Background: an optimization exercise with open tools, aiming at small area, a short achievable clock period and few clock cycles. Do not read the settings as production practice. At most, simulation tests tie the RTL to the original design; equivalence was not proved. Power and IR drop assume default switching activity.

// laser_stripe_center_extract
module laser_stripe_center_extract (
  input  logic                clk,
  input  logic                rst_n,
  input  logic                in_push,
  output logic                in_full,
  input  logic [7:0]          in_pixel,
  input  logic                in_row_end,
  input  logic                in_frame_end,
  output logic                out_empty,
  input  logic                out_pop,
  output logic [lsce_pkg::ROW_W-1:0]    out_row_number,
  output logic                out_found,
  output logic [lsce_pkg::CENTRE_W-1:0] out_centre_q8,
  output logic                out_last,
  input  logic                cfg_valid,
  output logic                cfg_ready,
  input  logic [1:0]          cfg_index,
  input  logic [12:0]         cfg_data
);
Size in the first run: about 1600 cells after synthesis, ~300 flip-flops, ~67 I/O pins, ~17000 µm² of cells after synthesis.
Settings: LEC_CHECK=0, CAP_MARGIN=20, CORE_MARGIN=2, CORE_UTILIZATION=40, CTS_BUF_LIST=sky130_fd_sc_hd__clkbuf_8, CTS_CLUSTER_DIAMETER=60, CTS_CLUSTER_SIZE=16, SLEW_MARGIN=20; clock period 8.0 ns.
standard.sh (not shown) runs the stock make flow with config.mk's settings and CLKGATE_MAP_FILE= SYNTH_SCRIPT=/design/flow/synth_recipe.tcl, a recipe that flattens the netlist after the stock synthesis.
==> flow/flow/run.sh <==
#!/bin/bash
set -euo pipefail
bash standard.sh SETUP_SLACK_MARGIN=5.2 "BUFFER_PORTS_ARGS=-buffer_cell sky130_fd_sc_hd__buf_2" finish > standard_flow.log 2>&1
The baseline finished clean.
Testbench counts at the start, summed over its fixed seeds: cycles 85,102.
Next try:
Settings changed: CTS_BUF_LIST sky130_fd_sc_hd__clkbuf_8 to sky130_fd_sc_hd__clkbuf_16.
=> The new run went through all stages and came out clean. Count of clock-buffer cells in the layout stays the same. Fmax is about the same. Core utilization climbs by 0.69 points. Global-route usage climbs by 0.12 points. Area after synthesis is unchanged. Worst hold slack hardly moves. Routed wire length climbs by 0.42%. Setup slack hardly moves. Total power climbs by 10%. Final area climbs by 1.5%. Clock skew drops by 18 ps.


lane 3:
laser_stripe_center_extract again, from the RTL that the note above started with.
clock: 8.0 ns
lec_check: 0
cap_margin: 20
core_margin: 2
core_utilization: 40
cts_buf_list: sky130_fd_sc_hd__clkbuf_8
cts_cluster_diameter: 60
cts_cluster_size: 16
slew_margin: 20
==> flow/flow/run.sh <==
#!/bin/bash
set -euo pipefail
bash standard.sh SETUP_SLACK_MARGIN=5.2 finish > standard_flow.log 2>&1
Testbench counts of lane 3, summed over its fixed seeds: cycles 85,102.
> inputs changed (lane 3 -> lane 1)
==> flow/flow/run.sh <==
#!/bin/bash
set -euo pipefail
bash standard.sh SETUP_SLACK_MARGIN=5.2 "BUFFER_PORTS_ARGS=-buffer_cell sky130_fd_sc_hd__buf_2" finish > standard_flow.log 2>&1
-- flow/config.mk --
<<< lane 3, line 10
export CORE_UTILIZATION = 40
export CTS_BUF_LIST = sky130_fd_sc_hd__clkbuf_8
export CTS_CLUSTER_DIAMETER = 60
export CTS_CLUSTER_SIZE = 16
export SLEW_MARGIN = 20
>>> lane 1, line 10
export CORE_UTILIZATION = 40
export CTS_BUF_LIST = sky130_fd_sc_hd__clkbuf_8 sky130_fd_sc_hd__clkbuf_16
export CTS_CLUSTER_DIAMETER = 50
export CTS_CLUSTER_SIZE = 12
export SLEW_MARGIN = 20
[summary]
STATUS switching power: lane 1 loses against lane 3
Lower share of the clock period used by the worst path after layout among lane 1 and lane 3: lane 1
Looking at clock buffer count in the final layout, lane 1 sits above lane 3.
Of the two values seen for end point of the critical path, in_full was produced by lane 3 and out_row_number[2] by lane 1.


laser_stripe_center_extract, a different RTL version from the one above (not shown whole).
For scale: ~1700 cells after synthesis, roughly 300 flip-flops.
Settings: LEC_CHECK=0, CAP_MARGIN=20, CORE_MARGIN=2, CORE_UTILIZATION=40, SETUP_SLACK_MARGIN=5, SLEW_MARGIN=20; clock period 8.0 ns.
run.sh (not shown) runs the stock make flow with config.mk's settings and CLKGATE_MAP_FILE= SYNTH_SCRIPT=/design/flow/synth_recipe.tcl, a recipe that flattens the netlist after the stock synthesis.
Stock flow here: none of the scripts above is used.
Edit:
==> flow/flow/run.sh (new file) <==
#!/bin/bash
set -euo pipefail
bash standard.sh SETUP_SLACK_MARGIN=5.2 finish > standard_flow.log 2>&1
==> flow/standard.sh (new file) <==
#!/bin/bash
# synth_recipe.tcl (not shown) runs the flow's synth.tcl, then flattens the netlist and writes it again
# the make line also repeats each setting of config.mk as NAME=value (left out here)
make -C /OpenROAD-flow-scripts/flow DESIGN_CONFIG=/design/flow/config.mk WORK_HOME=/design/flow/orfs CLKGATE_MAP_FILE= SYNTH_SCRIPT=/design/flow/synth_recipe.tcl "${@:-finish}"
- CORE_UTILIZATION: 40 -> 75
- SETUP_SLACK_MARGIN: 5 -> unset
removed: flow/run.sh
Outcome: Clock-buffer cell count shrinks by 7. Core utilization came out higher by 42 points. Global-route usage came out higher by 18 points. Setup slack is better by 0.058 ns. Combinational power went up by about 20%. Hold slack gets better by 0.0045 ns. Sequential share of layout area barely changes. Clock power decreases by about 6%. Non-clock buffer count goes up by 39. Sequential cell count does not change. Design area grows by 0.33%.
Edit:
- CORE_UTILIZATION: 75 -> 40
- CTS_BUF_LIST: unset -> sky130_fd_sc_hd__clkbuf_8
- CTS_CLUSTER_DIAMETER: unset -> 60
- CTS_CLUSTER_SIZE: unset -> 16
After rerunning: The new run went through all stages and came out clean. Synthesized cell count does not change. Synthesized area does not change. Total power is lower by about 11%. Design area drops by about 0.9%. Clock power drops by 30%. Flip-flop and latch count does not change. Die area increases by 85%.
Edit:
==> flow/flow/run.sh (replaced) <==
#!/bin/bash
set -euo pipefail
bash standard.sh SETUP_SLACK_MARGIN=5.5 finish > standard_flow.log 2>&1
- CTS_BUF_LIST: sky130_fd_sc_hd__clkbuf_8 -> unset
- CTS_CLUSTER_DIAMETER: 60 -> unset
- CTS_CLUSTER_SIZE: 16 -> unset
Effect: Sequential share of layout area goes down by 4.1 points; die area is unchanged; design area goes up by 12%; power goes up by 19%; clock power grows by 49%; first-iteration DRC count drops by 18%; core utilization went up by 5.4 points; maximum frequency climbs by 3.4%; worst hold slack is worse by 0.010 ns; clock-buffer cell count rises by 17; non-clock buffer count came out higher by 100.
No functional check of the RTL was part of any run of this note.


RTL: one of the versions met above, not the one the previous note started from.
Size: roughly 1,600 cells after synthesis, roughly 300 flip-flops, about 67 I/O pins, ~0.017 mm² of cells after synthesis.
Settings: LEC_CHECK=0, CAP_MARGIN=20, CORE_MARGIN=2, CORE_UTILIZATION=40, CTS_BUF_LIST=sky130_fd_sc_hd__clkbuf_8, CTS_CLUSTER_DIAMETER=60, CTS_CLUSTER_SIZE=16, SLEW_MARGIN=20; clock period 8.0 ns.
standard.sh (not shown) runs the stock make flow with config.mk's settings and CLKGATE_MAP_FILE= SYNTH_SCRIPT=/design/flow/synth_recipe.tcl, a recipe that flattens the netlist after the stock synthesis.
==> flow/flow/run.sh <==
#!/bin/bash
set -euo pipefail
bash standard.sh SETUP_SLACK_MARGIN=5.35 "BUFFER_PORTS_ARGS=-buffer_cell sky130_fd_sc_hd__buf_2" finish > standard_flow.log 2>&1
Testbench counts at the start, summed over its fixed seeds: cycles 85,102.
Next try:
==> flow/flow/run.sh (replaced) <==
#!/bin/bash
set -euo pipefail
bash standard.sh SETUP_SLACK_MARGIN=5.1 "BUFFER_PORTS_ARGS=-buffer_cell sky130_fd_sc_hd__buf_2" finish > standard_flow.log 2>&1
Outcome:
- The changed run went through all stages and came out clean
- sequential power is about the same
- global-route usage is lower by 0.84 points
- die area does not change
- worst hold slack stays flat

-- re-timing with driven ports --
How much do the figures lean on ideal ports? The routed layouts below were timed once more, with nothing changed but the port constraints.
Step 1, drivers: a clkbuf_16 drives clk and a buf_2 each remaining input, both assumed.
Step 2 also shifts input and output timing later by t, the mid clock arrival at the registers, as if the neighbouring blocks saw the same clock.
Three values: ideal ports, drivers, drivers and shift; two values: the first two.
run | shift t [ns] | setup WS [ns] | worst setup path at the end
the first run of note 1 | 0.665 | 5.257 / 5.211 / 4.868 | input to register
the second run of note 1 | 0.619 | 5.257 / 5.206 / 4.865 | input to register
lane 3 | 0.654 | 5.256 / 5.206 / 4.644 | input to register
lane 1 | 0.589 | 5.270 / 5.221 / 4.868 | input to register
the first run of note 3 | 0.575 | 5.047 / 5.041 / 4.498 | input to register
the second run of note 3 | 0.623 | 5.105 / 5.105 / 4.642 | input to register
the third run of note 3 | 0.668 | 5.163 / 5.112 / 4.664 | input to register
the fourth run of note 3 | 0.584 | 5.258 / 5.206 / 4.882 | input to register
the first run of note 4 | 0.653 | 5.241 / 5.196 / 4.899 | input to register
the second run of note 4 | 0.665 | 5.162 / 5.115 / 4.907 | input to register
After both steps setup and hold are still met in every run listed. For lane 3, which loses most, drivers alone change the setup slack by -0.050 ns; drivers and shift together by -0.612 ns.
